This is an optimization exercise on Yosys and OpenROAD, whose aim is small area and a short achievable clock period, not a production implementation. At most, simulation tests tie the RTL to the original design; equivalence was not proved. No functional check of the RTL was part of runs 1 to 3. Power figures rest on the tool's default switching activity, not on a simulated workload.

==> flow/design.v <==
package mem_resp_pkg;
  localparam int unsigned MR_ADDR_W = 8;
  localparam int unsigned MR_DATA_W = 8;
  localparam int unsigned MR_DEPTH  = 200;
  localparam int unsigned MR_RD_LAT = 2;
  localparam int unsigned             MR_FILL_W   = 64;
  localparam logic [MR_FILL_W-1:0]    MR_OOR_FILL = '1;
endpackage
module mem_resp_sel #(
  parameter int unsigned N = 32,
  parameter int unsigned W = 8
) (
  input  logic [N-1:0]   sel,
  input  logic [N*W-1:0] d,
  output logic [W-1:0]   y
);
  always_comb begin
    y = '0;
    for (int unsigned e = 0; e < N; e++) y = y | ({W{sel[e]}} & d[e*W +: W]);
  end
endmodule
module mem_responder #(
  parameter int unsigned ADDR_W = mem_resp_pkg::MR_ADDR_W,
  parameter int unsigned DATA_W = mem_resp_pkg::MR_DATA_W,
  parameter int unsigned DEPTH  = mem_resp_pkg::MR_DEPTH
) (
  input  logic              clk,
  input  logic              rst_n,
  input  logic              enable,
  input  logic              read,
  input  logic [ADDR_W-1:0] addr,
  input  logic [DATA_W-1:0] wdata,
  output logic [DATA_W-1:0] data,
  output logic              data_valid,
  output logic              err
);
  localparam logic [DATA_W-1:0] FILL = DATA_W'(mem_resp_pkg::MR_OOR_FILL);
  localparam int unsigned       NCOL = 16;                         
  localparam int unsigned       NROW = (DEPTH + NCOL - 1) / NCOL;  
  localparam int unsigned       NENT = 32;                         
  localparam int unsigned       NGRP = (DEPTH + NENT - 1) / NENT;  
  logic w_in_range, w_wr_req, w_rd_req;
  assign w_in_range = 32'(addr) < DEPTH;
  assign w_wr_req   = enable & ~read;
  assign w_rd_req   = enable & read;
  logic [NCOL-1:0]   r_col;
  logic [NROW-1:0]   r_row_wr;
  logic [DATA_W-1:0] r_wdata;
  always_ff @(posedge clk or negedge rst_n) begin
    if (!rst_n) begin
      r_col    <= '1;
      r_row_wr <= '1;
      r_wdata  <= '0;
    end else begin
      for (int unsigned j = 0; j < NCOL; j++) r_col[j] <= addr[3:0] == 4'(j);
      for (int unsigned i = 0; i < NROW; i++) r_row_wr[i] <= w_wr_req & (addr[7:4] == 4'(i));
      if (w_wr_req) r_wdata <= wdata;
    end
  end
  logic [DATA_W-1:0] r_mem [DEPTH];
  for (genvar b = 0; b < DEPTH; b++) begin : g_mem
    always_ff @(posedge clk) begin
      if (r_row_wr[b / NCOL] & r_col[b % NCOL]) r_mem[b] <= r_wdata;
    end
  end
  logic [NENT-1:0]   w_ent;
  logic [DATA_W-1:0] w_part [NGRP];
  logic              w_hit;
  always_comb begin
    for (int unsigned e = 0; e < NENT; e++) w_ent[e] = addr[4:0] == 5'(e);
  end
  for (genvar g = 0; g < NGRP; g++) begin : g_sel
    localparam int unsigned NE = (DEPTH - g * NENT < NENT) ? DEPTH - g * NENT : NENT;
    logic [NE*DATA_W-1:0] w_d;
    for (genvar e = 0; e < NE; e++) begin : g_d
      assign w_d[e*DATA_W +: DATA_W] = r_mem[g * NENT + e];
    end
    mem_resp_sel #(.N(NE), .W(DATA_W)) u_sel (
      .sel (w_ent[NE-1:0]),
      .d   (w_d),
      .y   (w_part[g])
    );
  end
  assign w_hit = r_row_wr[addr[7:4]] & r_col[addr[3:0]];
  logic [DATA_W-1:0] r_part [NGRP];
  logic [NGRP-1:0]   r_grp;      
  logic              r_hit;
  logic              r_oor;
  logic              r_rd;
  always_ff @(posedge clk) begin
    for (int unsigned g = 0; g < NGRP; g++) r_part[g] <= w_part[g];
    for (int unsigned g = 0; g < NGRP; g++) r_grp[g] <= addr[7:5] == 3'(g);
    r_hit  <= w_hit;
    r_oor  <= ~w_in_range;
  end
  always_ff @(posedge clk or negedge rst_n) begin
    if (!rst_n) r_rd <= 1'b0;
    else        r_rd <= w_rd_req;
  end
  logic [DATA_W-1:0] w_rd_data;
  always_comb begin
    w_rd_data = '0;
    for (int unsigned g = 0; g < NGRP; g++)
      w_rd_data = w_rd_data | ({DATA_W{r_grp[g]}} & r_part[g]);
    if (r_hit) w_rd_data = r_wdata;
    if (r_oor) w_rd_data = FILL;
  end
  logic              r_valid;
  logic              r_err;
  logic [DATA_W-1:0] r_data;
  always_ff @(posedge clk or negedge rst_n) begin
    if (!rst_n) begin
      r_valid <= 1'b0;
      r_err   <= 1'b0;
      r_data  <= '0;
    end else begin
      r_valid <= r_rd;
      r_err   <= (r_rd & r_oor) | (w_wr_req & ~w_in_range);
      if (r_rd) r_data <= w_rd_data;
    end
  end
  assign data       = r_data;
  assign data_valid = r_valid;
  assign err        = r_err;
endmodule
==> flow/run.sh <==
#!/bin/bash
# synth_recipe.tcl (not shown) runs the flow's synth.tcl, then flattens the netlist and writes it again
# the make line also repeats each setting of config.mk as NAME=value (left out here)
make -C /OpenROAD-flow-scripts/flow DESIGN_CONFIG=/design/flow/config.mk WORK_HOME=/design/flow/orfs CLKGATE_MAP_FILE= SYNTH_SCRIPT=/design/flow/synth_recipe.tcl finish
==> flow/config.mk <==
export PLATFORM = sky130hd
export DESIGN_NAME = mem_responder
export DESIGN_NICKNAME = mem_responder
export VERILOG_FILES = /design/flow/design.v
export SDC_FILE = /design/flow/constraint.sdc
export NUM_CORES = 4
export LEC_CHECK = 0
export CAP_MARGIN = 20
export CORE_MARGIN = 2
export CORE_UTILIZATION = 62
export CTS_CLUSTER_DIAMETER = 150
export CTS_CLUSTER_SIZE = 30
export PLACE_DENSITY_LB_ADDON = 0.1
export SETUP_SLACK_MARGIN = 3.5
export SLEW_MARGIN = 20
export SYNTH_HIERARCHICAL = 1
==> flow/constraint.sdc <==
create_clock -name core_clock -period 6.0 [get_ports {clk}]
set_input_delay 1.2000 -clock core_clock [delete_from_list [all_inputs] [get_ports {clk}]]
set_output_delay 1.2000 -clock core_clock [all_outputs]
set_load 0.01 [all_outputs]
==> out/qor.yml, run 1 <==
setup_path:
  worst-endpoint-arrival_ps: 3250
  worst-r2r-setup-slack_ps: 3710
  r2r_cells: 3
  start_kind: "primary input"
  cpLargestDelayFamily: "simple AND/OR/NAND/NOR gates"
  crit_type: "in -> reg"
  timing.rr.start: "r_wdata[6]"
  path_max_fanout: 24
  reg2reg_to: "r_data[6]"
  critical-path-max-stage-delay_ps: 730
  worstPathBufferInverterCount: 1
  cp-end-kind: "flop"
  path_cells: "buf_6, nor2b_2, and3_4, a22oi_2, nand4_1, or4_1"
  critPathSlowestCell: "and3_4"
  cp_data_required_time_ps: 6620
power:
  peakVddDrop_uv: 297.7
  p_leak_nw: 19.95
  swShare_pct: 21.89
  p_comb_share_pct: 4.8
  power_frac_seq_pct: 67.2
  intPower_mw: 16.00
  powerDensity_nw_per_um2: 305.5
  p_clk_share_pct: 28.0
  p_sw_mw: 4.482
grt:
  grt-ovfl-total: 0
  antenna_found_initial: 13
  grt_pass1_wl_mm: 240.7
  grt.total_usage_pct: 33.39
  grt_pass1_vias: 32520
  grt_max_degree: 203
floorplan:
  ios: 30
  rows: 116
  die_x_um: 321.1
  core-area_um2: 99860
  start_util_pct: 62.42
  dieHeight_um: 321.1
  die_area_um2: 103100
outcome:
  outcome: "timing/DRC/antenna clean"
synthesis:
  syn_nets: 3419
  synthXorXnorAreaFrac_pct: 0
  async_reset_ff_share_pct: 2.802
  avgSynthCellArea_um2: 18.34
  ys.flop_type: "edfxtp_1"
  synthMuxAreaShare_pct: 0.4135
  synth_top_family_by_area: "compound AO/OA/AOI/OAI gates"
  yosys.area.top_type: "edfxtp_1"
  synth-compound-area-share_pct: 10.37
  synth_top_area_share_pct: 77.08
  ys_top_cells_by_area: "edfxtp_1 (77%), a22oi_1 (9.5%), dfxtp_1 (2.1%)"
  synth_cell_types: 35
  ys_seq_elements: 1713
  netlist_area_um2: 62330
  synth-simple-area-share_pct: 5.568
  synth_edf_count: 1600
  syn_inst: 3399
  ys_seq_area_share_pct: 81.15
  yosys.area_share.adder_pct: 0
  ys.warnings.count: 14
clock_network:
  clockBufferDepth: 3
  clkTransAtPathRegs_ps: 110
  cts_sinks: 1713
  cts_tree: "done"
  cts.htree.levels: 3
  ctsHoldBuffers: 0
  numCtsBuffers: 67
  clockRootBuffer: "clkbuf_16"
  clkLatencyLatePin_ps: 690
timing:
  period_share_pct: 43.77
  max-slew-margin-rel_pct: 29.23
  rsz0062_at_grt: "true"
  hold_violations: 0
  min_period_ps: 2626
  setup_viol: 0
  skew_ps: 52.53
  final.setup.tns_ps: 0
  drv_slew: 0
  worstMarginPinSlew_ps: 1061
  max_freq_ghz: 0.3808
run:
  maxCapViolCount: 0
drt:
  wl_per_cell_um: 36.77
  detail-route-antenna-nets: 0
  routed_wl_mm: 172.7
  drt_iter0_drc: 5571
  avgViaCountPerCell: 7.332
  firstDrtPassIters: 6
  route.detailed.drc: 0
  vias: 34440
min_path:
  min_path_type: "reg -> reg"
  hold_path_end: "r_part[6][4]"
  min_from: "r_mem[195][4]"
  hold_path_depth: 2
placement:
  io_buffers: 29
  dpl-instance-area_um2: 64210
  hpwl_mm: 93.64
  place.gp.congestion: 0.8842
layout:
  syn2layout_area_growth_pct: 7.533
  drive_above_1_share_pct: 14.92
  nets: 3344
  final_area_um2: 67030
==> repair_timing <==
action,4_1_cts,5_1_grt
hold endpoints to repair,0,0
gates cloned,18,1
setup buffers,16,6
pin swaps,20,8
gates resized for setup,140,38
setup endpoints to repair,85,47
==> Yosys cell counts (2+ instances only) <==
cell,count
nor4_1,7
nor2_1,32
mux4_2,7
nor2b_1,9
buf_4,26
clkbuf_1,80
a222oi_1,8
o21ai_1,2
buf_6,54
nand2b_1,9
mux2_2,8
o21ai_0,6
a21oi_1,8
and2_1,204
nand4_1,208
edfxtp_1,1600
and3_1,15
dfxtp_1,65
inv_1,2
dfstp_2,29
dfrtp_1,19
a22oi_2,27
a211oi_1,2
buf_2,60
a22oi_1,789
buf_1,38
nor3_1,25
or4_1,48
nand2_1,6
==> kinds of logic (layout without fill, tap and decap cells) <==
| kind of cell | count (synthesis) | count (layout) |
|---|---|---|
| flops | 1713 | 1713 |
| compound gates | 845 | 845 |
| simple gates | 565 | 584 |
| buf+inv | 260 | 219 |
| mux | 16 | 16 |
| other cells | 0 | 22 |
==> power groups by stage <==
| stage | sequential (mW) | clock (mW) | combinational (mW) |
|---|---|---|---|
| floorplan | 14.1 | 0 | 0.302 |
| global placement | 14.0 | 0 | 0.842 |
| detailed placement | 14.0 | 0 | 0.885 |
| CTS | 13.8 | 5.74 | 0.928 |
| global route | 13.8 | 6.11 | 1.04 |
| finish | 13.8 | 5.73 | 0.992 |
==> worst register-to-register path, stage by stage, from the launching register on <==
cell     delay, ps
dfrtp_4        940
buf_4          720
o21ai_0        370
a21oi_1        180
==> area by class of cell <==
| class | instances | area [um^2] |
|---|---|---|
| flip-flops and latches | 1713 | 50610 |
| well taps | 1298 | 1624 |
| multi-input cells | 1445 | 11740 |
| fillers | 6420 | 32830 |
| inverters | 2 | 7.507 |
| diodes | 22 | 55.05 |
| repair buffers | 95 | 989.7 |
| clock buffers | 120 | 1961 |
| clock inverters | 2 | 38.79 |
==> per-stage QoR <==
stage	instances	hold slack (ps)	util [%]	total power [mW]	setup WS, ps
final	4697	489.2	67.12	20.48	3374
after global routing	4676	516.5	67.07	20.91	3401
after CTS	4667	495.0	66.83	20.44	3470
after detailed placement	4511	472.4	64.30	14.93	1442
after global placement	4511	457.7	64.30	14.87	1544
after floorplan	3399	351.9	-	14.36	3172
==> how the worst max path moves through the flow <==
stage | start | end | slack (ps) | cells after the start
2_1_floorplan | addr[0] | r_part[0][0] | 3170 | 8
3_3_place_gp | addr[3] | r_part[2][1] | 1540 | 7
3_5_place_dp | addr[1] | r_part[3][7] | 1440 | 7
4_1_cts | addr[2] | r_part[5][0] | 3470 | 6
5_1_grt | addr[3] | r_part[0][0] | 3400 | 7
6_report | addr[2] | r_part[3][2] | 3370 | 6
==> per-layer routing <==
metal | GRT usage [%] | share of wire, % | routed length, um | vias to the layer above
met4 | 11.82 | 3.5 | 5987 | 8
met5 | 0 | 0.027 | 46 | -
met3 | 7.707 | 12 | 21300 | 306
met1 | 48.90 | 38 | 66490 | 17920
met2 | 50.06 | 46 | 78900 | 2314
li1 | - | - | - | 13900
==> sequential cells by signal, indices dropped and copies added, names as in the netlist <==
name	cells
r_col	16
r_grp	7
r_part	56
r_hit	1
r_mem	1600
r_rd	1
r_row_wr	13
r_data	8
r_oor	1
r_valid	1
r_err	1
r_wdata	8
==> cell usage in the layout (no fill, tap or decap), types with 16 or more instances in the layout <==
cell type and count:
nor2_1 30, dfxtp_1 65, a22oi_2 228, a22oi_1 588
edfxtp_1 1600, nand4_1 208, and3_4 29, or4_1 47
and2_1 201, nor3_1 16, clkbuf_1 49, dfstp_2 29
diode_2 22, buf_4 38, clkbuf_16 71
==> inputs of run 2 (changes only) <==
--- a/flow/design.v
+++ b/flow/design.v
@@ -18,4 +18,15 @@
     y = '0;
     for (int unsigned e = 0; e < N; e++) y = y | ({W{sel[e]}} & d[e*W +: W]);
+  end
+endmodule
+module mem_resp_dec #(
+  parameter int unsigned A = 5,
+  parameter int unsigned N = 32
+) (
+  input  logic [A-1:0] a,
+  output logic [N-1:0] sel
+);
+  always_comb begin
+    for (int unsigned e = 0; e < N; e++) sel[e] = a == A'(e);
   end
 endmodule
@@ -64,18 +75,19 @@
     end
   end
-  logic [NENT-1:0]   w_ent;
   logic [DATA_W-1:0] w_part [NGRP];
   logic              w_hit;
-  always_comb begin
-    for (int unsigned e = 0; e < NENT; e++) w_ent[e] = addr[4:0] == 5'(e);
-  end
   for (genvar g = 0; g < NGRP; g++) begin : g_sel
     localparam int unsigned NE = (DEPTH - g * NENT < NENT) ? DEPTH - g * NENT : NENT;
+    logic [NE-1:0]        w_ent;
     logic [NE*DATA_W-1:0] w_d;
     for (genvar e = 0; e < NE; e++) begin : g_d
       assign w_d[e*DATA_W +: DATA_W] = r_mem[g * NENT + e];
     end
+    mem_resp_dec #(.A(5), .N(NE)) u_dec (
+      .a   (addr[4:0]),
+      .sel (w_ent)
+    );
     mem_resp_sel #(.N(NE), .W(DATA_W)) u_sel (
-      .sel (w_ent[NE-1:0]),
+      .sel (w_ent),
       .d   (w_d),
       .y   (w_part[g])
==> out/qor.yml, run 2 <==
outcome:
  outcome: "timing/DRC/antenna clean"
synthesis:
  ys_seq_elements: 1713
  async_reset_ff_share_pct: 2.802
  yosys.area.top_type: "edfxtp_1"
  synth_top_area_share_pct: 75.65
  netlist_area_um2: 63510
  synth_edf_count: 1600
  yosysMostFrequentCell: "edfxtp_1"
  ys.flop_type: "edfxtp_1"
  syn_nets: 3669
  ys_seq_area_share_pct: 79.65
  ys_top_cells_by_area: "edfxtp_1 (76%), a22oi_1 (9.3%), dfxtp_1 (2.0%)"
  synth_cell_types: 41
  syn_inst: 3649
  avgSynthCellArea_um2: 17.40
  ys.warnings.count: 16
  synth_commonest_cells: "edfxtp_1 (1600), a22oi_1 (789), nor2_1 (228)"
layout:
  final_common_cell: "edfxtp_1"
  seqCellArea_um2: 50620
  final_area_um2: 67150
  reg.largest.list: "r_mem x1600, r_part x56, r_col x16"
  syn2layout_area_growth_pct: 5.739
  drive_above_1_share_pct: 9.695
  fillerInstances: 6697
  multi_input_area_um2: 11790
  mostFrequentLayoutCells: "edfxtp_1 (1600), a22oi_1 (746), nand4_1 (208), and2_1 (201), nor2_1 (181)"
  largest_reg_flops: 1600
  top_register: "r_mem"
  nets: 3536
grt:
  grt_pass1_wl_mm: 232.3
  grt_pass1_vias: 33360
  grt.total_usage_pct: 31.20
  grt-ovfl-total: 0
  grt_max_degree: 184
  antenna_found_initial: 25
clock_network:
  cts_sinks: 1713
  clkLatencyLatePin_ps: 690
  clkTransAtPathRegs_ps: 110
  ctsHoldBuffers: 0
  clockRootBuffer: "clkbuf_16"
  clockBufferDepth: 3
  cts.htree.levels: 3
  cts_tree: "done"
  numCtsBuffers: 67
timing:
  hold_violations: 0
  min_period_ps: 2588
  max-slew-margin-rel_pct: 23.40
  period_share_pct: 43.13
  rsz0062_at_grt: "true"
  drv_slew: 0
  final.setup.tns_ps: 0
  whs_ps: 480.2
  setup_ws_ps: 3412
  setup_viol: 0
  max_freq_ghz: 0.3864
  worstMarginPinSlew_ps: 1149
  skew_ps: 45.45
power:
  powerDensity_nw_per_um2: 306.2
  peakVddDrop_uv: 345.2
  total_power_mw: 20.56
  p_leak_nw: 20.06
drt:
  firstDrtPassIters: 8
  vias: 34970
  wl_per_cell_um: 33.05
  avgViaCountPerCell: 7.045
  drt_iter0_drc: 5203
  detail-route-antenna-nets: 0
  routed_wl_mm: 164.0
  route.detailed.drc: 0
floorplan:
  die_x_um: 324.1
  rows: 117
  die_area_um2: 105000
  start_util_pct: 62.42
  core-area_um2: 101700
  dieHeight_um: 324.1
  ios: 30
setup_path:
  worst-r2r-setup-slack_ps: 3690
  start_kind: "primary input"
  path_max_fanout: 35
  timing.rr.start: "r_col[12]"
  cp-end-kind: "flop"
  worst-endpoint-arrival_ps: 3120
  cp_data_required_time_ps: 6530
  crit_type: "in -> reg"
  cp-startpoint: "addr[2]"
min_path:
  min_path_type: "reg -> reg"
  min_from: "r_oor"
placement:
  dpl-instance-area_um2: 64130
  hpwl_mm: 100.0
  place.gp.congestion: 0.9811
  io_buffers: 29
  post-place-ws_ps: 1863
run:
  maxCapViolCount: 0
==> run 2: cell count changes after synthesis, moves of 7 or more <==
cell      previous run  this run
nor3_1              25        17
or3b_4               0        19
clkbuf_1            80        87
and3_1              15         0
nand3_1              0         7
nand2_1              6        14
nand3b_1             0        18
nand2b_1             9        22
nor2_1              32       228
nor2b_1              9         1
or3_1                1         8
==> run 2: metal layers <==
metal / part of all wire (%) / wire (um) / GRT usage [%] / up-vias
li1: - / - / - / 14500
met1: 38 / 62130 / 44.49 / 17850
met2: 46 / 76090 / 47.20 / 2284
met3: 12 / 19940 / 8.516 / 321
met4: 3.5 / 5804 / 10.51 / 10
met5: 0.038 / 63 / 0 / -
==> run 2: kinds of logic after synthesis <==
kind of cell	count (synthesis)	synth area share, %
flops	1713	79.65
compound gates	844	10.17
simple gates	803	7.213
buf+inv	269	2.506
mux	20	0.4551
==> run 2: worst paths after layout <==
kind                                      to  depth (start not counted)
worst max-delay path            r_part[1][1]                          6
worst min-delay path                   r_err                          2
worst max register to register         r_hit                          4
worst min register to register         r_err                          2
max in group asynchronous         r_wdata[5]                          2
min in group asynchronous            r_valid                          2
==> run 2: worst max-delay path: stages <==
cell and delay (ps):
buf_12 250, or2_4 270, nor2_1 190, a22oi_1 300, nand4_1 250, or4_1 620
==> run 2: stage by stage <==
step,utilization (%),cells
finish,66.00,4963
global route,65.94,4938
CTS,65.59,4931
detailed placement,63.03,4793
global placement,63.03,4793
floorplan,-,3649
==> run 2: layout make-up <==
type                            count  share of cell area, %
Sequential cell                  1713                  75.38
Multi-Input combinational cell   1667                  17.56
Clock buffer                      120                  2.920
Tap cell                         1368                  2.549
Timing Repair Buffer               65                  1.425
Antenna cell                       26                0.09689
Clock inverter                      2                0.05776
Inverter                            2                0.01118
==> run 2: power by group <==
group	switching [mW]	internal, mW
sequential	0.283	13.5
combinational	0.831	0.246
clock	3.42	2.28
==> run 2: repair_timing <==
item / CTS / global route
gates cloned: 3 / 2
endpoints found under the setup margin: 67 / 52
gates resized for setup: 162 / 67
buffers inserted: 13 / 4
pin swaps: 2 / 17
==> inputs of run 3 (changes only) <==
--- a/flow/design.v
+++ b/flow/design.v
@@ -49,5 +49,5 @@
   localparam int unsigned       NCOL = 16;                         
   localparam int unsigned       NROW = (DEPTH + NCOL - 1) / NCOL;  
-  localparam int unsigned       NENT = 32;                         
+  localparam int unsigned       NENT = 16;                         
   localparam int unsigned       NGRP = (DEPTH + NENT - 1) / NENT;  
   logic w_in_range, w_wr_req, w_rd_req;
@@ -77,17 +77,19 @@
   logic [DATA_W-1:0] w_part [NGRP];
   logic              w_hit;
+  logic [NENT-1:0] w_ent [(NGRP + 1) / 2];
+  for (genvar p = 0; p < (NGRP + 1) / 2; p++) begin : g_dec
+    mem_resp_dec #(.A(4), .N(NENT)) u_dec (
+      .a   (addr[3:0]),
+      .sel (w_ent[p])
+    );
+  end
   for (genvar g = 0; g < NGRP; g++) begin : g_sel
     localparam int unsigned NE = (DEPTH - g * NENT < NENT) ? DEPTH - g * NENT : NENT;
-    logic [NE-1:0]        w_ent;
     logic [NE*DATA_W-1:0] w_d;
     for (genvar e = 0; e < NE; e++) begin : g_d
       assign w_d[e*DATA_W +: DATA_W] = r_mem[g * NENT + e];
     end
-    mem_resp_dec #(.A(5), .N(NE)) u_dec (
-      .a   (addr[4:0]),
-      .sel (w_ent)
-    );
     mem_resp_sel #(.N(NE), .W(DATA_W)) u_sel (
-      .sel (w_ent),
+      .sel (w_ent[g / 2][NE-1:0]),
       .d   (w_d),
       .y   (w_part[g])
@@ -102,5 +104,5 @@
   always_ff @(posedge clk) begin
     for (int unsigned g = 0; g < NGRP; g++) r_part[g] <= w_part[g];
-    for (int unsigned g = 0; g < NGRP; g++) r_grp[g] <= addr[7:5] == 3'(g);
+    for (int unsigned g = 0; g < NGRP; g++) r_grp[g] <= addr[7:4] == 4'(g);
     r_hit  <= w_hit;
     r_oor  <= ~w_in_range;
==> out/qor.yml, run 3 <==
floorplan:
  dieHeight_um: 330.1
  core-area_um2: 105400
  rows: 119
  die_area_um2: 109000
  ios: 30
  die_x_um: 330.1
  start_util_pct: 62.56
grt:
  grt_max_degree: 203
  antenna_found_initial: 15
  grt-ovfl-total: 0
  grt_pass1_wl_mm: 231.8
  grt_pass1_vias: 32580
  grt.total_usage_pct: 29.77
drt:
  avgViaCountPerCell: 7.091
  drt_iter0_drc: 4740
  detail-route-antenna-nets: 0
  routed_wl_mm: 161.8
  wl_met1_mm: 63.58
  route.detailed.drc: 0
  routed-wl-met2_mm: 77.67
  vias: 34020
  firstDrtPassIters: 17
  dr_wl_met3_mm: 15.99
  wl_per_cell_um: 33.72
  topRoutingLayerUsed: "met5"
timing:
  setup_viol: 0
  final.setup.tns_ps: 0
  hold_violations: 0
  rsz0062_at_grt: "true"
  drv_slew: 0
  max_freq_ghz: 0.3889
  period_share_pct: 42.86
  worstMarginPinSlew_ps: 1180
  max-slew-margin-rel_pct: 21.32
  min_period_ps: 2572
  skew_ps: 29.12
setup_path:
  worst-endpoint-arrival_ps: 3100
  critPathSlowestCell: "and4b_2"
  start_kind: "primary input"
  cp-end-kind: "flop"
  cpLargestDelayFamily: "compound AO/OA/AOI/OAI gates"
  cp_data_required_time_ps: 6530
  crit_type: "in -> reg"
  path_max_fanout: 47
  path_cells: "buf_16, buf_12, and4b_2, a22o_1, a221oi_2, nand4_1"
  worstPathBufferInverterCount: 2
  worst-r2r-setup-slack_ps: 3660
  critical-path-max-stage-delay_ps: 390
placement:
  place.gp.congestion: 0.8587
  hpwl_mm: 96.83
  io_buffers: 29
power:
  p_leak_nw: 21.46
  powerDensity_nw_per_um2: 305.5
  peakVddDrop_uv: 253.7
outcome:
  outcome: "timing/DRC/antenna clean"
clock_network:
  cts.htree.levels: 3
  cts_tree: "done"
  clockRootBuffer: "clkbuf_16"
  clkLatencyLatePin_ps: 700
  clockBufferDepth: 3
  clkTransAtPathRegs_ps: 110
  ctsHoldBuffers: 0
  cts_sinks: 1767
  numCtsBuffers: 68
layout:
  fin_util_pct: 65.56
  reg.largest.list: "r_mem x1600, r_part x104, r_col x16"
  drive_above_1_share_pct: 11.98
  nets: 3353
  syn2layout_area_growth_pct: 4.806
  mostFrequentLayoutCells: "edfxtp_1 (1600), a22o_1 (385), a221oi_1 (270), and2_1 (201), dfxtp_1 (119)"
  top_register: "r_mem"
  largest_reg_flops: 1600
  final_common_cell: "edfxtp_1"
synthesis:
  ys.warnings.count: 16
  netlist_area_um2: 65940
  syn_inst: 3450
  syn_nets: 3470
  avgSynthCellArea_um2: 19.11
min_path:
  min_path_type: "reg -> reg"
run:
  maxCapViolCount: 0
[run 3: what timing repair did]
action / 4_1_cts / 5_1_grt
setup endpoints to repair: 115 / 92
pin swaps: 7 / 7
cloned: 3 / 0
gates resized for setup: 121 / 45
buffers inserted: 29 / 7
[run 3: metal layers]
metal / vias up / track usage [%]
li1: 14240 / -
met1: 17680 / 42.58
met2: 1859 / 47.54
met3: 234 / 5.843
met4: 8 / 8.046
met5: - / 0
[run 3: final timing paths]
kind	from	end	depth (start not counted)
worst max-delay path	addr[2]	r_part[8][6]	6
worst min-delay path	r_mem[185][7]	r_part[11][7]	2
worst max register to register	r_wdata[0]	r_data[0]	3
worst min register to register	r_mem[185][7]	r_part[11][7]	2
max in group asynchronous	rst_n	r_wdata[1]	2
min in group asynchronous	rst_n	r_valid	2
[run 3: layout make-up]
cell class / instances / area [um^2]
Clock buffer: 118 / 1911
Tap cell: 1391 / 1740
Antenna cell: 18 / 45.04
Multi-Input combinational cell: 1401 / 12420
Fill cell: 6862 / 36300
Sequential cell: 1767 / 51710
Inverter: 1 / 3.754
Clock inverter: 7 / 57.56
Timing Repair Buffer: 94 / 1234
[run 3: through the flow]
step / hold slack, ps / worst slack (ps) / instances / area [um^2] / total power, mW
2_1_floorplan: 352.0 / 3633 / 3450 / 65950 / 14.92
3_3_place_gp: 465.6 / 1804 / 4613 / 66070 / 15.56
3_5_place_dp: 475.4 / 1666 / 4613 / 66070 / 15.61
4_1_cts: 493.6 / 3443 / 4770 / 68740 / 21.17
5_1_grt: 520.0 / 3432 / 4780 / 69070 / 21.67
6_report: 491.7 / 3428 / 4797 / 69110 / 21.12
[run 3: power by group]
group / switching (mW) / total (mW) / leakage [nW] / internal (mW)
registers: 0.333 / 14.2 / 15.9 / 13.9
logic: 0.850 / 1.17 / 4.63 / 0.317
clock network: 3.49 / 5.72 / 0.939 / 2.23
[run 3: worst register-to-register path: stages (launching register included)]
cell	delay (ps)
dfrtp_4	920
buf_4	860
o32ai_1	290
a21oi_1	200
==> inputs of run 4 (changes only) <==
--- a/flow/design.v
+++ b/flow/design.v
@@ -49,5 +49,5 @@
   localparam int unsigned       NCOL = 16;                         
   localparam int unsigned       NROW = (DEPTH + NCOL - 1) / NCOL;  
-  localparam int unsigned       NENT = 16;                         
+  localparam int unsigned       NENT = 32;                         
   localparam int unsigned       NGRP = (DEPTH + NENT - 1) / NENT;  
   logic w_in_range, w_wr_req, w_rd_req;
@@ -55,15 +55,15 @@
   assign w_wr_req   = enable & ~read;
   assign w_rd_req   = enable & read;
-  logic [NCOL-1:0]   r_col;
-  logic [NROW-1:0]   r_row_wr;
+  logic [NCOL-1:0]   r_col_n;
+  logic [NROW-1:0]   r_row_wr_n;
   logic [DATA_W-1:0] r_wdata;
   always_ff @(posedge clk or negedge rst_n) begin
     if (!rst_n) begin
-      r_col    <= '1;
-      r_row_wr <= '1;
-      r_wdata  <= '0;
+      r_col_n    <= '0;
+      r_row_wr_n <= '0;
+      r_wdata    <= '0;
     end else begin
-      for (int unsigned j = 0; j < NCOL; j++) r_col[j] <= addr[3:0] == 4'(j);
-      for (int unsigned i = 0; i < NROW; i++) r_row_wr[i] <= w_wr_req & (addr[7:4] == 4'(i));
+      for (int unsigned j = 0; j < NCOL; j++) r_col_n[j] <= addr[3:0] != 4'(j);
+      for (int unsigned i = 0; i < NROW; i++) r_row_wr_n[i] <= ~(w_wr_req & (addr[7:4] == 4'(i)));
       if (w_wr_req) r_wdata <= wdata;
     end
@@ -72,29 +72,27 @@
   for (genvar b = 0; b < DEPTH; b++) begin : g_mem
     always_ff @(posedge clk) begin
-      if (r_row_wr[b / NCOL] & r_col[b % NCOL]) r_mem[b] <= r_wdata;
+      if (~(r_row_wr_n[b / NCOL] | r_col_n[b % NCOL])) r_mem[b] <= r_wdata;
     end
   end
   logic [DATA_W-1:0] w_part [NGRP];
   logic              w_hit;
-  logic [NENT-1:0] w_ent [(NGRP + 1) / 2];
-  for (genvar p = 0; p < (NGRP + 1) / 2; p++) begin : g_dec
-    mem_resp_dec #(.A(4), .N(NENT)) u_dec (
-      .a   (addr[3:0]),
-      .sel (w_ent[p])
-    );
-  end
   for (genvar g = 0; g < NGRP; g++) begin : g_sel
     localparam int unsigned NE = (DEPTH - g * NENT < NENT) ? DEPTH - g * NENT : NENT;
+    logic [NE-1:0]        w_ent;
     logic [NE*DATA_W-1:0] w_d;
     for (genvar e = 0; e < NE; e++) begin : g_d
       assign w_d[e*DATA_W +: DATA_W] = r_mem[g * NENT + e];
     end
+    mem_resp_dec #(.A(5), .N(NE)) u_dec (
+      .a   (addr[4:0]),
+      .sel (w_ent)
+    );
     mem_resp_sel #(.N(NE), .W(DATA_W)) u_sel (
-      .sel (w_ent[g / 2][NE-1:0]),
+      .sel (w_ent),
       .d   (w_d),
       .y   (w_part[g])
     );
   end
-  assign w_hit = r_row_wr[addr[7:4]] & r_col[addr[3:0]];
+  assign w_hit = ~(r_row_wr_n[addr[7:4]] | r_col_n[addr[3:0]]);
   logic [DATA_W-1:0] r_part [NGRP];
   logic [NGRP-1:0]   r_grp;      
@@ -104,5 +102,5 @@
   always_ff @(posedge clk) begin
     for (int unsigned g = 0; g < NGRP; g++) r_part[g] <= w_part[g];
-    for (int unsigned g = 0; g < NGRP; g++) r_grp[g] <= addr[7:4] == 4'(g);
+    for (int unsigned g = 0; g < NGRP; g++) r_grp[g] <= addr[7:5] == 3'(g);
     r_hit  <= w_hit;
     r_oor  <= ~w_in_range;
--- a/flow/config.mk
+++ b/flow/config.mk
@@ -8,9 +8,9 @@
 export CAP_MARGIN = 20
 export CORE_MARGIN = 2
-export CORE_UTILIZATION = 62
+export CORE_UTILIZATION = 74
 export CTS_CLUSTER_DIAMETER = 150
 export CTS_CLUSTER_SIZE = 30
-export PLACE_DENSITY_LB_ADDON = 0.1
-export SETUP_SLACK_MARGIN = 3.5
+export PLACE_DENSITY_LB_ADDON = 0.06
+export SETUP_SLACK_MARGIN = 3.8
 export SLEW_MARGIN = 20
 export SYNTH_HIERARCHICAL = 1
==> out/qor.yml, run 4 <==
setup_path:
  critical-path-max-stage-delay_ps: 510
  crit_cells: 1
  worstPathBufferInverterCount: 1
  cpLargestDelayFamily: "flip-flops"
  r2r_cells: 4
  start_kind: "flop"
  cp-end-kind: "output pin"
  cp_data_required_time_ps: 4800
  critPathSlowestCell: "dfrtp_2"
  path_max_fanout: 1
  worst-endpoint-arrival_ps: 1340
  path_cells: "buf_6"
  crit_type: "reg -> out"
timing:
  final.setup.tns_ps: 0
  worstMarginPinSlew_ps: 1322
  setup_viol: 0
  whs_ps: 516.3
  skew_ps: 38.07
  rsz0062_at_grt: "true"
  max-slew-margin-rel_pct: 11.87
  min_period_ps: 2542
  max_freq_ghz: 0.3934
  hold_violations: 0
  drv_slew: 0
  setup_ws_ps: 3458
  period_share_pct: 42.36
synthesis:
  synth-compound-area-share_pct: 10.47
  yosys.area.top_type: "edfxtp_1"
  syn_nets: 3698
  async_reset_ff_share_pct: 2.802
  yosysMostFrequentCell: "edfxtp_1"
  ys_top_cells_by_area: "edfxtp_1 (76%), a22oi_1 (9.3%), nor2_1 (2.5%)"
  synth_top_family_by_area: "compound AO/OA/AOI/OAI gates"
  ys.warnings.count: 16
  ys_seq_area_share_pct: 80.17
  netlist_area_um2: 63050
  avgSynthCellArea_um2: 17.14
  synthMuxAreaShare_pct: 0.2361
  synthXorXnorAreaFrac_pct: 0
  synth_commonest_cells: "edfxtp_1 (1600), a22oi_1 (781), nor2_1 (412)"
  ys_seq_elements: 1713
  synth_edf_count: 1600
  yosys.area_share.adder_pct: 0
  ys.flop_type: "edfxtp_1"
  synth-simple-area-share_pct: 6.487
  synth_cell_types: 43
  synth_top_area_share_pct: 76.20
  syn_inst: 3678
drt:
  detail-route-antenna-nets: 0
  routed_wl_mm: 165.7
  vias: 36110
  wl_per_cell_um: 34.33
  avgViaCountPerCell: 7.482
  route.detailed.drc: 0
  drt_iter0_drc: 5282
  firstDrtPassIters: 6
clock_network:
  clkTransAtPathRegs_ps: 110
  cts.htree.levels: 3
  ctsHoldBuffers: 0
  clockBufferDepth: 3
  cts_sinks: 1713
  numCtsBuffers: 67
  cts_tree: "done"
  clkLatencyLatePin_ps: 680
  clockRootBuffer: "clkbuf_16"
layout:
  top_register: "r_mem"
  mostFrequentLayoutCells: "edfxtp_1 (1600), a22oi_1 (504), a22oi_2 (305), nor2_1 (233), nand4_1 (204)"
  fillerInstances: 4077
  seqCellArea_um2: 50580
  final_common_cell: "edfxtp_1"
  syn2layout_area_growth_pct: 10.03
  reg.largest.list: "r_mem x1600, r_part x56, r_col_n x16"
  largest_reg_flops: 1600
  multi_input_area_um2: 13360
  drive_above_1_share_pct: 21.74
  final_area_um2: 69380
  nets: 3643
floorplan:
  rows: 107
  die_x_um: 295.9
  start_util_pct: 74.40
  dieHeight_um: 295.9
  ios: 30
  core-area_um2: 84750
  die_area_um2: 87560
grt:
  grt_pass1_vias: 34380
  grt_pass1_wl_mm: 235.2
  grt-ovfl-total: 0
  grt.total_usage_pct: 38.01
  grt_max_degree: 201
  antenna_found_initial: 12
power:
  powerDensity_nw_per_um2: 296.4
  p_leak_nw: 20.35
  peakVddDrop_uv: 304.4
outcome:
  outcome: "timing/DRC/antenna clean"
min_path:
  hold_path_depth: 2
  min_path_type: "reg -> reg"
placement:
  post-place-ws_ps: 1989
  io_buffers: 29
  dpl-instance-area_um2: 63480
  hpwl_mm: 98.56
  place.gp.congestion: 0.9717
run:
  maxCapViolCount: 0
run 4: tightest hold or removal path, stage by stage (launching register included):
cell,delay [ps]
edfxtp_1,340
a22oi_1,60
nand4_1,90
run 4: path summary, 6_finish.rpt:
| kind | slack [ps] | startpoint | end |
|---|---|---|---|
| min reg2reg | 520 | r_mem[199][3] | r_part[6][3] |
| min in group asynchronous | 650 | rst_n | r_col_n[12] |
| min | 520 | r_mem[199][3] | r_part[6][3] |
| max in group asynchronous | 4780 | rst_n | r_wdata[1] |
| max reg2reg | 3650 | r_grp[6] | r_data[5] |
| max | 3460 | r_err | err |
run 4: layer usage:
metal	track usage (%)	part of all wire, %
met1	53.01	35
met2	57.58	46
met3	9.383	13
met4	18.29	6.2
met5	0	0.055
run 4: kinds of logic (layout without fill, tap and decap cells):
kind of cell | Yosys count | after routing
DFF | 1713 | 1713
AOI/OAI and AO/OA | 863 | 863
and+or+nand+nor | 803 | 803
buffers and inverters | 290 | 288
muxes | 9 | 9
other | 0 | 6
run 4: final cells by class:
class,instances,share of cell area [%]
tap,1144,2.063
sequential,1713,72.91
multi-input combinational,1675,19.26
clock buffer,121,2.893
inverter,9,0.04870
antenna,6,0.02164
timing repair buffer,157,2.758
clock inverter,1,0.04328
run 4: what timing repair did:
| action | 4_1_cts | 5_1_grt |
|---|---|---|
| gates resized for setup | 543 | 173 |
| setup buffers | 60 | 16 |
| gates cloned | 15 | 3 |
| setup endpoints to repair | 160 | 229 |
| pin swaps | 159 | 136 |
run 4: through the flow:
step | utilization [%] | std cells | total power, mW
after floorplan | - | 3678 | 14.27
after global placement | 74.89 | 4603 | 14.84
after detailed placement | 74.91 | 4604 | 14.87
after CTS | 80.65 | 4801 | 20.47
after global routing | 81.85 | 4820 | 20.97
final | 81.86 | 4826 | 20.56
run 4: where the power goes:
group          internal (mW)  switching [mW]  total (mW)
combinational          0.323           0.866        1.19
clock                   2.32            3.38        5.70
sequential              13.4           0.253        13.7
total                   16.1            4.50        20.6
==> inputs of run 5 (changes only) <==
--- a/flow/config.mk
+++ b/flow/config.mk
@@ -8,9 +8,9 @@
 export CAP_MARGIN = 20
 export CORE_MARGIN = 2
-export CORE_UTILIZATION = 74
+export CORE_UTILIZATION = 70
 export CTS_CLUSTER_DIAMETER = 150
 export CTS_CLUSTER_SIZE = 30
-export PLACE_DENSITY_LB_ADDON = 0.06
-export SETUP_SLACK_MARGIN = 3.8
+export PLACE_DENSITY_LB_ADDON = 0.08
+export SETUP_SLACK_MARGIN = 3.45
 export SLEW_MARGIN = 20
 export SYNTH_HIERARCHICAL = 1
==> out/qor.yml, run 5 <==
placement:
  dpl-instance-area_um2: 63480
  hpwl_mm: 99.10
  io_buffers: 29
  post-place-ws_ps: 1845
  place.gp.congestion: 0.9789
  dpl.cell_count: 4634
setup_path:
  path_cells: "buf_12, or3b_4, nor2_1, a22oi_1, nand4_1"
  critPathSlowestCell: "or3b_4"
  cp-end-kind: "flop"
  worst-endpoint-arrival_ps: 3120
  start_kind: "primary input"
  path_max_fanout: 38
  cp_data_required_time_ps: 6510
  crit_type: "in -> reg"
  critical-path-max-stage-delay_ps: 470
  worstPathBufferInverterCount: 1
  cpLargestDelayFamily: "simple AND/OR/NAND/NOR gates"
synthesis:
  syn_nets: 3698
  ys.warnings.count: 16
  netlist_area_um2: 63050
  ys_seq_area_share_pct: 80.17
  async_reset_ff_share_pct: 2.802
  ys.flop_type: "edfxtp_1"
  ys_seq_elements: 1713
  synth_commonest_cells: "edfxtp_1 (1600), a22oi_1 (781), nor2_1 (412)"
  yosys.area.top_type: "edfxtp_1"
  syn_inst: 3678
  ys_top_cells_by_area: "edfxtp_1 (76%), a22oi_1 (9.3%), nor2_1 (2.5%)"
  avgSynthCellArea_um2: 17.14
  synth_cell_types: 43
  yosysMostFrequentCell: "edfxtp_1"
  synth_top_area_share_pct: 76.20
  synth_edf_count: 1600
floorplan:
  start_util_pct: 70.37
  ios: 30
  die_area_um2: 92490
  die_x_um: 304.1
  core-area_um2: 89600
  dieHeight_um: 304.1
  rows: 110
timing:
  max_freq_ghz: 0.3838
  skew_ps: 36.80
  final.setup.tns_ps: 0
  hold_violations: 0
  drv_slew: 0
  setup_ws_ps: 3394
  setup_viol: 0
  period_share_pct: 43.43
  min_period_ps: 2606
  max-slew-margin-rel_pct: 19.30
  worstMarginPinSlew_ps: 1211
  rsz0062_at_grt: "true"
grt:
  grt_max_degree: 167
  grt-ovfl-total: 0
  grt.total_usage_pct: 34.00
  grt_pass1_vias: 33600
  antenna_found_initial: 7
  grt_pass1_wl_mm: 228.2
clock_network:
  clockBufferDepth: 3
  clkLatencyLatePin_ps: 680
  clkTransAtPathRegs_ps: 120
  cts_tree: "done"
  cts_sinks: 1713
  numCtsBuffers: 67
  clockRootBuffer: "clkbuf_16"
  cts.htree.levels: 3
drt:
  vias: 35160
  firstDrtPassIters: 8
  route.detailed.drc: 0
  drt_iter0_drc: 5605
  routed_wl_mm: 158.8
  detail-route-antenna-nets: 0
  wl_per_cell_um: 33.24
  avgViaCountPerCell: 7.361
min_path:
  min_path_type: "reg -> reg"
layout:
  fin_cells: 4777
  reg.largest.list: "r_mem x1600, r_part x56, r_col_n x16"
  largest_reg_flops: 1600
  top_register: "r_mem"
  syn2layout_area_growth_pct: 5.523
  final_common_cell: "edfxtp_1"
  drive_above_1_share_pct: 10.20
  nets: 3566
  fin_util_pct: 74.26
  final_area_um2: 66530
  mostFrequentLayoutCells: "edfxtp_1 (1600), a22oi_1 (731), nor2_1 (337), nand4_1 (204), a22oi_2 (78)"
outcome:
  outcome: "timing/DRC/antenna clean"
run:
  maxCapViolCount: 0
power:
  p_leak_nw: 19.61
  powerDensity_nw_per_um2: 305.0
  peakVddDrop_uv: 365.1
run 5: cell types whose count changed in the layout (fill, tap and decap cells not counted), moves of 5 or more:
cell             change
buf_16              -12
a22oi_2            -227
nor2_4              -64
buf_6               -25
clkbuf_16            -6
buf_4               -39
clkdlybuf4s15_1      +9
nor2_1             +104
buf_2                -8
a22oi_1            +227
nor2_2              -40
nand3_1              +5
run 5: repair_timing:
item | CTS | global route
pin swaps | 17 | 21
hold buffers | 0 | 0
buffers inserted | 6 | 7
endpoints found under the hold margin | 0 | 0
endpoints found under the setup margin | 66 | 49
gates resized for setup | 143 | 101
cloned | 1 | 3
run 5: cell families (layout without fill, tap and decap cells):
family	Yosys count	in the layout	share of synthesized area (%)
multiplexers	9	9	0.2361
AND/OR/NAND/NOR	803	803	6.487
AO/OA/AOI/OAI	863	863	10.47
buffers and inverters	290	210	2.633
other	0	3	0
flip-flops	1713	1713	80.17
run 5: cell type report:
class / count / area (um^2)
antenna: 3 / 7.507
clock buffer: 114 / 1853
clock inverter: 7 / 97.59
fill: 5128 / 23060
inverter: 9 / 33.78
multi-input combinational: 1675 / 11510
sequential: 1713 / 50580
tap: 1176 / 1471
timing repair buffer: 80 / 980.9
run 5: report_power, final:
part	switching, mW	total, mW	leakage, nW	internal (mW)
Sequential	0.230	13.6	15.5	13.4
Clock	3.41	5.60	0.924	2.18
Combinational	0.793	1.05	3.18	0.257
run 5: final timing paths:
check	from	end	slack, ps	cells after the start
worst max-delay path	addr[2]	r_part[6][2]	3390	5
worst min-delay path	r_mem[199][6]	r_part[6][6]	510	2
worst max register to register	r_col_n[10]	r_hit	3720	5
worst min register to register	r_mem[199][6]	r_part[6][6]	510	2
max in group asynchronous	rst_n	r_wdata[0]	4740	2
min in group asynchronous	rst_n	r_row_wr_n[6]	670	2
run 5: worst register-to-register path, delay by kind of cell, from the launching register on:
family,cells,cell delay [ps]
DFF,1,730
buffers and inverters,1,400
muxes,1,490
and+or+nand+nor,1,280
AOI/OAI and AO/OA,2,310
run 5: metal layers:
metal | vias to the layer above | track usage, % | part of all wire (%)
li1 | 14560 | - | -
met1 | 17660 | 49.51 | 37
met2 | 2576 | 52.37 | 47
met3 | 360 | 7.424 | 13
met4 | 12 | 11.33 | 3.8
met5 | - | 0 | 0.050
run 5: per-stage QoR:
| step | hold WS [ps] | total power [mW] |
|---|---|---|
| after floorplan | 352.0 | 14.26 |
| after global placement | 478.0 | 14.83 |
| after detailed placement | 482.0 | 14.87 |
| after CTS | 506.4 | 20.24 |
| after global routing | 530.0 | 20.77 |
| final | 506.8 | 20.30 |
==> inputs of run 6 (changes only) <==
--- a/flow/config.mk
+++ b/flow/config.mk
@@ -9,8 +9,8 @@
 export CORE_MARGIN = 2
 export CORE_UTILIZATION = 70
-export CTS_CLUSTER_DIAMETER = 150
-export CTS_CLUSTER_SIZE = 30
+export CTS_CLUSTER_DIAMETER = 100
+export CTS_CLUSTER_SIZE = 24
 export PLACE_DENSITY_LB_ADDON = 0.08
-export SETUP_SLACK_MARGIN = 3.45
+export SETUP_SLACK_MARGIN = 3.6
 export SLEW_MARGIN = 20
 export SYNTH_HIERARCHICAL = 1
==> out/qor.yml, run 6 <==
floorplan:
  die_x_um: 304.1
  dieHeight_um: 304.1
  ios: 30
  rows: 110
  core-area_um2: 89600
  die_area_um2: 92490
  start_util_pct: 70.37
synthesis:
  ys.warnings.count: 16
  ys_seq_elements: 1713
  synthMuxAreaShare_pct: 0.2361
  yosys.area_share.adder_pct: 0
  ys.flop_type: "edfxtp_1"
  yosysMostFrequentCell: "edfxtp_1"
  synth_top_area_share_pct: 76.20
  ys_top_cells_by_area: "edfxtp_1 (76%), a22oi_1 (9.3%), nor2_1 (2.5%)"
  synth_commonest_cells: "edfxtp_1 (1600), a22oi_1 (781), nor2_1 (412)"
  netlist_area_um2: 63050
  synth-compound-area-share_pct: 10.47
  yosys.area.top_type: "edfxtp_1"
  async_reset_ff_share_pct: 2.802
  synth_cell_types: 43
  syn_inst: 3678
  syn_nets: 3698
  synth_edf_count: 1600
  ys_seq_area_share_pct: 80.17
  avgSynthCellArea_um2: 17.14
  synth-simple-area-share_pct: 6.487
  synthXorXnorAreaFrac_pct: 0
  synth_top_family_by_area: "compound AO/OA/AOI/OAI gates"
setup_path:
  cp-end-kind: "flop"
  crit_type: "in -> reg"
  start_kind: "primary input"
  path_max_fanout: 20
  critPathSlowestCell: "or4_1"
  critical-path-max-stage-delay_ps: 610
  timing.rr.start: "r_wdata[4]"
  cp-startpoint: "addr[1]"
  cp_data_required_time_ps: 6560
  path_cells: "buf_16, buf_12, or3b_4, nor2_4, a22oi_1, nand4_1, or4_1"
  worst-endpoint-arrival_ps: 3060
timing:
  max-slew-margin-rel_pct: 22.84
  max_freq_ghz: 0.3993
  worstMarginPinSlew_ps: 1157
  drv_slew: 0
  hold_violations: 0
  final.setup.tns_ps: 0
  setup_viol: 0
  skew_ps: 26.15
  rsz0062_at_grt: "true"
  min_period_ps: 2504
  period_share_pct: 41.74
power:
  powerDensity_nw_per_um2: 309.4
  power_frac_seq_pct: 65.4
  total_power_mw: 20.94
  swShare_pct: 22.00
  intPower_mw: 16.33
  peakVddDrop_uv: 272.1
  p_clk_share_pct: 29.5
  p_leak_nw: 20.17
  p_sw_mw: 4.608
  p_comb_share_pct: 5.1
layout:
  fin_util_pct: 75.56
  multi_input_area_um2: 11730
  largest_reg_flops: 1600
  drive_above_1_share_pct: 13.40
  fillerInstances: 5071
  final_common_cell: "edfxtp_1"
  mostFrequentLayoutCells: "edfxtp_1 (1600), a22oi_1 (697), nor2_1 (311), nand4_1 (204), a22oi_2 (112)"
  syn2layout_area_growth_pct: 7.368
  nets: 3634
  fin_cells: 4858
  seqCellArea_um2: 50580
  top_register: "r_mem"
  reg.largest.list: "r_mem x1600, r_part x56, r_col_n x16"
placement:
  dpl.cell_count: 4637
  hpwl_mm: 99.53
  io_buffers: 29
  place.gp.congestion: 0.9330
clock_network:
  ctsHoldBuffers: 0
  clockBufferDepth: 3
  cts_tree: "done"
  cts_sinks: 1713
  numCtsBuffers: 81
  cts.htree.levels: 3
  clockRootBuffer: "clkbuf_16"
  clkTransAtPathRegs_ps: 90
  clkLatencyLatePin_ps: 690
grt:
  grt-ovfl-total: 0
  grt_pass1_vias: 34170
  grt_max_degree: 181
  grt.total_usage_pct: 34.47
  antenna_found_initial: 7
  grt_pass1_wl_mm: 230.4
drt:
  avgViaCountPerCell: 7.341
  route.detailed.drc: 0
  wl_per_cell_um: 33.68
  firstDrtPassIters: 6
  vias: 35670
  routed_wl_mm: 163.6
  drt_iter0_drc: 5505
  detail-route-antenna-nets: 0
min_path:
  min_from: "r_mem[199][7]"
  min_path_type: "reg -> reg"
run:
  maxCapViolCount: 0
outcome:
  outcome: "timing/DRC/antenna clean"
==> run 6: cell counts after synthesis <==
Identical to the previous run, type by type.
==> run 6: repair_timing <==
item                       CTS  global route
setup endpoints to repair   67            81
gates resized for setup    201           120
setup buffers               17            38
pin swaps                   18            35
cloned                       3            12
==> run 6: critical path, delay by kind of cell <==
| kind | cells | cell delay, ps |
|---|---|---|
| buffers and inverters | 2 | 320 |
| AO/OA/AOI/OAI | 1 | 190 |
| AND/OR/NAND/NOR | 4 | 1290 |
==> run 6: power groups by stage <==
stage          registers [mW]  logic [mW]  clock network [mW]
3_3_place_gp             13.9       0.899                   0
6_report                 13.7        1.07                6.19
5_1_grt                  13.7        1.11                6.60
3_5_place_dp             13.9       0.931                   0
4_1_cts                  13.7       0.966                6.18
2_1_floorplan            13.9       0.331                   0
==> run 6: per-layer routing <==
layer / share of wire (%) / up-vias / routed length, um / global-route usage [%]
met3: 12 / 431 / 20150 / 6.769
met4: 4.6 / 2 / 7521 / 13.43
met2: 47 / 2435 / 76720 / 53.97
li1: - / 14700 / - / -
met1: 36 / 18100 / 59210 / 49.03
met5: 0.0079 / - / 13 / 0
==> run 6: area by class of cell <==
class / count / area share, %
inverter: 9 / 0.04990
sequential: 1713 / 74.72
timing repair buffer: 134 / 2.246
clock buffer: 145 / 3.412
tap: 1176 / 2.174
multi-input combinational: 1675 / 17.33
antenna: 2 / 0.007393
clock inverter: 4 / 0.06284
==> run 6: worst paths after layout <==
path	cells after the start	slack, ps	end
worst max-delay path	7	3500	r_part[1][4]
worst min-delay path	2	510	r_part[6][7]
worst max register to register	1	3720	r_mem[99][4]
worst min register to register	2	510	r_part[6][7]
max in group asynchronous	2	4760	r_wdata[3]
min in group asynchronous	2	650	r_row_wr_n[0]
==> run 6: logic make-up (layout without fill, tap and decap cells) <==
| group | after synthesis | count (layout) |
|---|---|---|
| flops | 1713 | 1713 |
| compound gates | 863 | 863 |
| simple gates | 803 | 803 |
| buf+inv | 290 | 292 |
| mux | 9 | 9 |
| other cells | 0 | 2 |
==> run 6: metrics by stage <==
stage	area [um^2]	hold slack (ps)	worst slack (ps)
after global routing	67690	524.6	3510
after global placement	63510	470.3	1956
after floorplan	63290	352.0	3522
after CTS	66620	501.6	3516
final	67700	510.9	3496
after detailed placement	63510	481.1	1933
==> inputs of run 7 (changes only) <==
--- a/flow/config.mk
+++ b/flow/config.mk
@@ -12,5 +12,5 @@
 export CTS_CLUSTER_SIZE = 24
 export PLACE_DENSITY_LB_ADDON = 0.08
-export SETUP_SLACK_MARGIN = 3.6
+export SETUP_SLACK_MARGIN = 3.7
 export SLEW_MARGIN = 20
 export SYNTH_HIERARCHICAL = 1
==> out/qor.yml, run 7 <==
layout:
  final_common_cell: "edfxtp_1"
  top_register: "r_mem"
  fillerInstances: 4779
  mostFrequentLayoutCells: "edfxtp_1 (1600), a22oi_1 (559), a22oi_2 (250), nor2_1 (235), nand4_1 (204)"
  largest_reg_flops: 1600
  nets: 3636
  reg.largest.list: "r_mem x1600, r_part x56, r_col_n x16"
  syn2layout_area_growth_pct: 9.795
  drive_above_1_share_pct: 20.15
synthesis:
  synth_edf_count: 1600
  syn_inst: 3678
  syn_nets: 3698
  synth_top_area_share_pct: 76.20
  ys.flop_type: "edfxtp_1"
  avgSynthCellArea_um2: 17.14
  ys_seq_elements: 1713
  yosys.area.top_type: "edfxtp_1"
  yosysMostFrequentCell: "edfxtp_1"
  ys_seq_area_share_pct: 80.17
  synth_commonest_cells: "edfxtp_1 (1600), a22oi_1 (781), nor2_1 (412)"
  async_reset_ff_share_pct: 2.802
  synth_cell_types: 43
  ys.warnings.count: 16
  ys_top_cells_by_area: "edfxtp_1 (76%), a22oi_1 (9.3%), nor2_1 (2.5%)"
  netlist_area_um2: 63050
timing:
  max-slew-margin-rel_pct: 18.36
  worstMarginPinSlew_ps: 1225
  skew_ps: 40.73
  min_period_ps: 2535
  max_freq_ghz: 0.3945
  period_share_pct: 42.25
  hold_violations: 0
  drv_slew: 0
  setup_viol: 0
  final.setup.tns_ps: 0
  rsz0062_at_grt: "true"
drt:
  route.detailed.drc: 0
  drt_iter0_drc: 5385
  wl_per_cell_um: 34.51
  firstDrtPassIters: 10
  topRoutingLayerUsed: "met5"
  routed-wl-met2_mm: 77.93
  wl_met1_mm: 59.61
  routed_wl_mm: 167.8
  avgViaCountPerCell: 7.407
  vias: 36030
  dr_wl_met3_mm: 21.11
  detail-route-antenna-nets: 0
setup_path:
  cp-end-kind: "output pin"
  cpLargestDelayFamily: "flip-flops"
  worst-endpoint-arrival_ps: 1340
  path_cells: "buf_2"
  start_kind: "flop"
  critical-path-max-stage-delay_ps: 460
  worstPathBufferInverterCount: 1
  cp_data_required_time_ps: 4800
  crit_type: "reg -> out"
  critPathSlowestCell: "dfrtp_1"
  path_max_fanout: 2
power:
  total_power_mw: 21.00
  powerDensity_nw_per_um2: 303.4
  peakVddDrop_uv: 258.6
  p_leak_nw: 20.38
floorplan:
  start_util_pct: 70.37
  core-area_um2: 89600
  dieHeight_um: 304.1
  die_area_um2: 92490
  ios: 30
  die_x_um: 304.1
  rows: 110
clock_network:
  clkLatencyLatePin_ps: 710
  clkTransAtPathRegs_ps: 100
  cts_sinks: 1713
  cts_tree: "done"
  clockBufferDepth: 3
  clockRootBuffer: "clkbuf_16"
  numCtsBuffers: 81
  cts.htree.levels: 3
  ctsHoldBuffers: 0
placement:
  io_buffers: 29
  place.gp.congestion: 0.9686
  hpwl_mm: 99.16
grt:
  grt-ovfl-total: 0
  grt.total_usage_pct: 35.47
  grt_max_degree: 161
  grt_pass1_wl_mm: 237.6
  antenna_found_initial: 8
  grt_pass1_vias: 34750
min_path:
  min_path_type: "reg -> reg"
run:
  maxCapViolCount: 0
outcome:
  outcome: "timing/DRC/antenna clean"
## run 7: path summary, 6_finish.rpt
path                                      to  cells past startpoint  slack, ps     startpoint
worst min-delay path            r_part[6][1]                      2        480  r_mem[195][1]
worst max register to register  r_mem[45][2]                      1       3730     r_wdata[2]
max in group asynchronous         r_wdata[3]                      2       4770          rst_n
worst min register to register  r_part[6][1]                      2        480  r_mem[195][1]
worst max-delay path                 data[7]                      1       3460      r_data[7]
min in group asynchronous              r_err                      2        620          rst_n
## run 7: what timing repair did
item / in CTS / in global routing
setup endpoints to repair: 76 / 180
gates resized for setup: 406 / 225
pin swaps: 66 / 104
setup buffers: 34 / 24
gates cloned: 10 / 9
## run 7: per-stage QoR
step	worst slack, ps	instance area (um^2)	utilization (%)	instances	hold slack, ps
floorplan	3522	63290	-	3678	352.0
global placement	1886	63490	70.86	4631	460.4
detailed placement	1890	63490	70.86	4631	461.9
CTS	3469	67800	75.68	4824	482.9
global route	3450	69210	77.25	4858	524.2
finish	3465	69230	77.26	4864	482.7
## run 7: kinds of logic (layout without fill, tap and decap cells)
kind of cell	Yosys count	in the layout	share of synthesized area [%]
other	0	6	0
AND/OR/NAND/NOR	803	803	6.487
multiplexers	9	9	0.2361
flip-flops	1713	1713	80.17
buffers and inverters	290	294	2.633
AO/OA/AOI/OAI	863	863	10.47
## run 7: area by class of cell
class | instances | area, um^2 | share of cell area (%)
antenna | 6 | 15.01 | 0.02169
timing repair buffer | 136 | 1777 | 2.566
clock inverter | 4 | 42.54 | 0.06145
inverter | 9 | 33.78 | 0.04880
sequential | 1713 | 50590 | 73.08
tap | 1176 | 1471 | 2.125
multi-input combinational | 1675 | 12990 | 18.76
clock buffer | 145 | 2310 | 3.336
## run 7: tightest hold or removal path, stage by stage (launching register included)
cell and delay [ps]:
edfxtp_1 330, a22oi_1 60, nand4_1 70
## run 7: routing by layer
metal	GRT usage, %	vias to the layer above
met1	50.18	18060
met5	0	-
li1	-	14730
met3	7.689	501
met2	54.66	2733
met4	15.04	6
## run 7: report_power, final
part	internal, mW	total [mW]	switching (mW)
combinational	0.321	1.15	0.832
clock	2.65	6.15	3.50
sequential	13.4	13.7	0.281
==> inputs of run 8 (changes only) <==
--- a/flow/config.mk
+++ b/flow/config.mk
@@ -9,8 +9,9 @@
 export CORE_MARGIN = 2
 export CORE_UTILIZATION = 70
-export CTS_CLUSTER_DIAMETER = 100
-export CTS_CLUSTER_SIZE = 24
+export CTS_CLUSTER_DIAMETER = 150
+export CTS_CLUSTER_SIZE = 30
 export PLACE_DENSITY_LB_ADDON = 0.08
-export SETUP_SLACK_MARGIN = 3.7
+export SETUP_SLACK_MARGIN = 3.6
 export SLEW_MARGIN = 20
 export SYNTH_HIERARCHICAL = 1
+export TNS_END_PERCENT = 5
==> out/qor.yml, run 8 <==
outcome:
  outcome: "timing/DRC/antenna clean"
clock_network:
  cts_sinks: 1713
  cts_tree: "done"
  clkTransAtPathRegs_ps: 110
  clockRootBuffer: "clkbuf_16"
  numCtsBuffers: 67
  clkLatencyLatePin_ps: 670
  cts.htree.levels: 3
  clockBufferDepth: 3
floorplan:
  rows: 110
  ios: 30
  die_area_um2: 92490
  die_x_um: 304.1
  start_util_pct: 70.37
  dieHeight_um: 304.1
  core-area_um2: 89600
setup_path:
  start_kind: "primary input"
  path_max_fanout: 19
  timing.rr.start: "r_wdata[5]"
  worst-r2r-setup-slack_ps: 3650
  reg2reg_to: "r_data[5]"
  cp-startpoint: "addr[3]"
  worst-endpoint-arrival_ps: 3080
  cp-end-kind: "flop"
  cp_data_required_time_ps: 6540
  endpoint: "r_part[3][6]"
  r2r_cells: 4
  crit_type: "in -> reg"
layout:
  mostFrequentLayoutCells: "edfxtp_1 (1600), a22oi_1 (691), nor2_1 (340), nand4_1 (204), a22oi_2 (118)"
  top_register: "r_mem"
  nets: 3590
  reg.largest.list: "r_mem x1600, r_part x56, r_col_n x16"
  syn2layout_area_growth_pct: 6.497
  final_common_cell: "edfxtp_1"
  drive_above_1_share_pct: 12.26
  largest_reg_flops: 1600
power:
  swShare_pct: 21.94
  power_frac_seq_pct: 67.2
  powerDensity_nw_per_um2: 303.1
  intPower_mw: 15.89
  p_clk_share_pct: 27.5
  p_sw_mw: 4.464
  peakVddDrop_uv: 335.6
  p_leak_nw: 19.85
  p_comb_share_pct: 5.4
  total_power_mw: 20.35
drt:
  vias: 35290
  wl_per_cell_um: 33.72
  routed_wl_mm: 161.9
  route.detailed.drc: 0
  drt_iter0_drc: 5577
  firstDrtPassIters: 7
  avgViaCountPerCell: 7.347
  detail-route-antenna-nets: 0
placement:
  place.gp.congestion: 0.9527
  hpwl_mm: 99.66
  post-place-ws_ps: 1834
  io_buffers: 29
timing:
  min_period_ps: 2540
  period_share_pct: 42.33
  whs_ps: 543.0
  drv_slew: 0
  max-slew-margin-rel_pct: 20.97
  skew_ps: 33.19
  worstMarginPinSlew_ps: 1185
  hold_violations: 0
  max_freq_ghz: 0.3937
  setup_ws_ps: 3460
  setup_viol: 0
  final.setup.tns_ps: 0
  rsz0062_at_grt: "true"
grt:
  grt.total_usage_pct: 34.65
  grt_max_degree: 138
  grt_pass1_wl_mm: 232.7
  grt_pass1_vias: 33910
  grt-ovfl-total: 0
  antenna_found_initial: 7
synthesis:
  avgSynthCellArea_um2: 17.14
  yosys.area.top_type: "edfxtp_1"
  ys.flop_type: "edfxtp_1"
  synth_cell_types: 43
  netlist_area_um2: 63050
  synth_top_area_share_pct: 76.20
  synth_commonest_cells: "edfxtp_1 (1600), a22oi_1 (781), nor2_1 (412)"
  ys_seq_area_share_pct: 80.17
  yosysMostFrequentCell: "edfxtp_1"
  syn_nets: 3698
  ys_seq_elements: 1713
  ys.warnings.count: 16
  synth_edf_count: 1600
  ys_top_cells_by_area: "edfxtp_1 (76%), a22oi_1 (9.3%), nor2_1 (2.5%)"
  async_reset_ff_share_pct: 2.802
  syn_inst: 3678
run:
  maxCapViolCount: 0
min_path:
  min_path_type: "reg -> reg"
run 8: worst min-delay path by stage:
stage	from	end	slack [ps]	depth (start not counted)
2_1_floorplan	r_rd	r_valid	350	0
3_3_place_gp	r_mem[197][7]	r_part[6][7]	490	2
3_5_place_dp	r_mem[199][7]	r_part[6][7]	510	2
4_1_cts	r_mem[199][7]	r_part[6][7]	530	2
5_1_grt	r_mem[196][7]	r_part[6][7]	550	2
6_report	r_data[6]	r_data[6]	540	2
run 8: per-stage QoR:
step / util, % / area, um^2 / cells
floorplan: - / 63060 / 3678
finish: 74.94 / 67150 / 4803
CTS: 74.26 / 66530 / 4785
detailed placement: 70.86 / 63490 / 4632
global route: 74.94 / 67140 / 4800
global placement: 70.86 / 63490 / 4632
run 8: area by class of cell:
cell class | count | area (um^2)
Tap cell | 1176 | 1471
Multi-Input combinational cell | 1675 | 11750
Fill cell | 5053 | 22450
Inverter | 9 | 33.78
Timing Repair Buffer | 104 | 1346
Antenna cell | 4 | 10.01
Clock buffer | 115 | 1857
Sequential cell | 1713 | 50580
Clock inverter | 7 | 97.59
run 8: worst max-delay path, stage by stage:
cell and delay, ps:
buf_16 180, nand3b_1 260, buf_4 190, nor2_1 160
a22oi_1 220, nand4_1 230, or4_4 610
run 8: power by group through the flow:
| stage | logic (mW) | registers (mW) | clock network (mW) |
|---|---|---|---|
| after global routing | 1.13 | 13.7 | 6.01 |
| after detailed placement | 0.918 | 14.0 | 0 |
| after global placement | 0.900 | 13.9 | 0 |
| final | 1.09 | 13.7 | 5.59 |
| after floorplan | 0.318 | 13.9 | 0 |
| after CTS | 0.995 | 13.7 | 5.61 |
run 8: cells by family after synthesis:
| family | count (synthesis) | share of synthesized area (%) |
|---|---|---|
| AO/OA/AOI/OAI | 863 | 10.47 |
| flip-flops | 1713 | 80.17 |
| buffers and inverters | 290 | 2.633 |
| AND/OR/NAND/NOR | 803 | 6.487 |
| multiplexers | 9 | 0.2361 |
run 8: what timing repair did:
action                                  in CTS  in global routing
resized for setup                          230                 89
endpoints found under the setup margin      68                 68
cloned                                       6                  5
hold buffers                                 0                  0
setup buffers                               25                  8
pin swaps                                   28                 35
run 8: metal layers:
metal  global-route usage, %  up-vias  wire length, um
met5                       0        -               10
met4                   14.10        2             7708
met3                   5.794      397            19450
met2                   54.06     2541            76110
met1                   49.98    17730            58670
li1                        -    14620                -

## static timing again, ports no longer ideal
No port has a modelled driver above. Below, the same layouts with a new extraction and two added sets of constraints. Step 1 (the two cells are an assumption about what drives the block):
set clk [get_ports {clk}]
set_driving_cell -lib_cell sky130_fd_sc_hd__clkbuf_16 $clk
set_driving_cell -lib_cell sky130_fd_sc_hd__buf_2 [delete_from_list [all_inputs] $clk]
Step 2 moves the port delays by t, midway between the first and last clock arrival at a register: inputs arrive t later, outputs are due t later. That takes back most of the time a late clock gives input paths. a / b / c = no drivers / after step 1 / after step 2; a / b = the first two.
run	t (ns)	setup slack, ns	worst register clock-pin slew, ns
run 1	0.734	3.374 / 3.360 / 2.625	0.12 / 0.12
run 2	0.738	3.412 / 3.251 / 2.512	0.12 / 0.12
run 3	0.757	3.428 / 3.323 / 2.566	0.11 / 0.11
run 4	0.736	3.458 / 3.250 / 2.513	0.12 / 0.12
run 5	0.728	3.394 / 3.261 / 2.533	0.12 / 0.12
run 6	0.756	3.496 / 3.298 / 2.542	0.10 / 0.10
run 7	0.762	3.465 / 3.278 / 2.517	0.10 / 0.10
run 8	0.722	3.460 / 3.311 / 2.589	0.12 / 0.12
After both steps setup and hold are still met in every run listed. For run 6, which loses most, drivers alone change the setup slack by -0.198 ns; drivers and shift together by -0.954 ns.
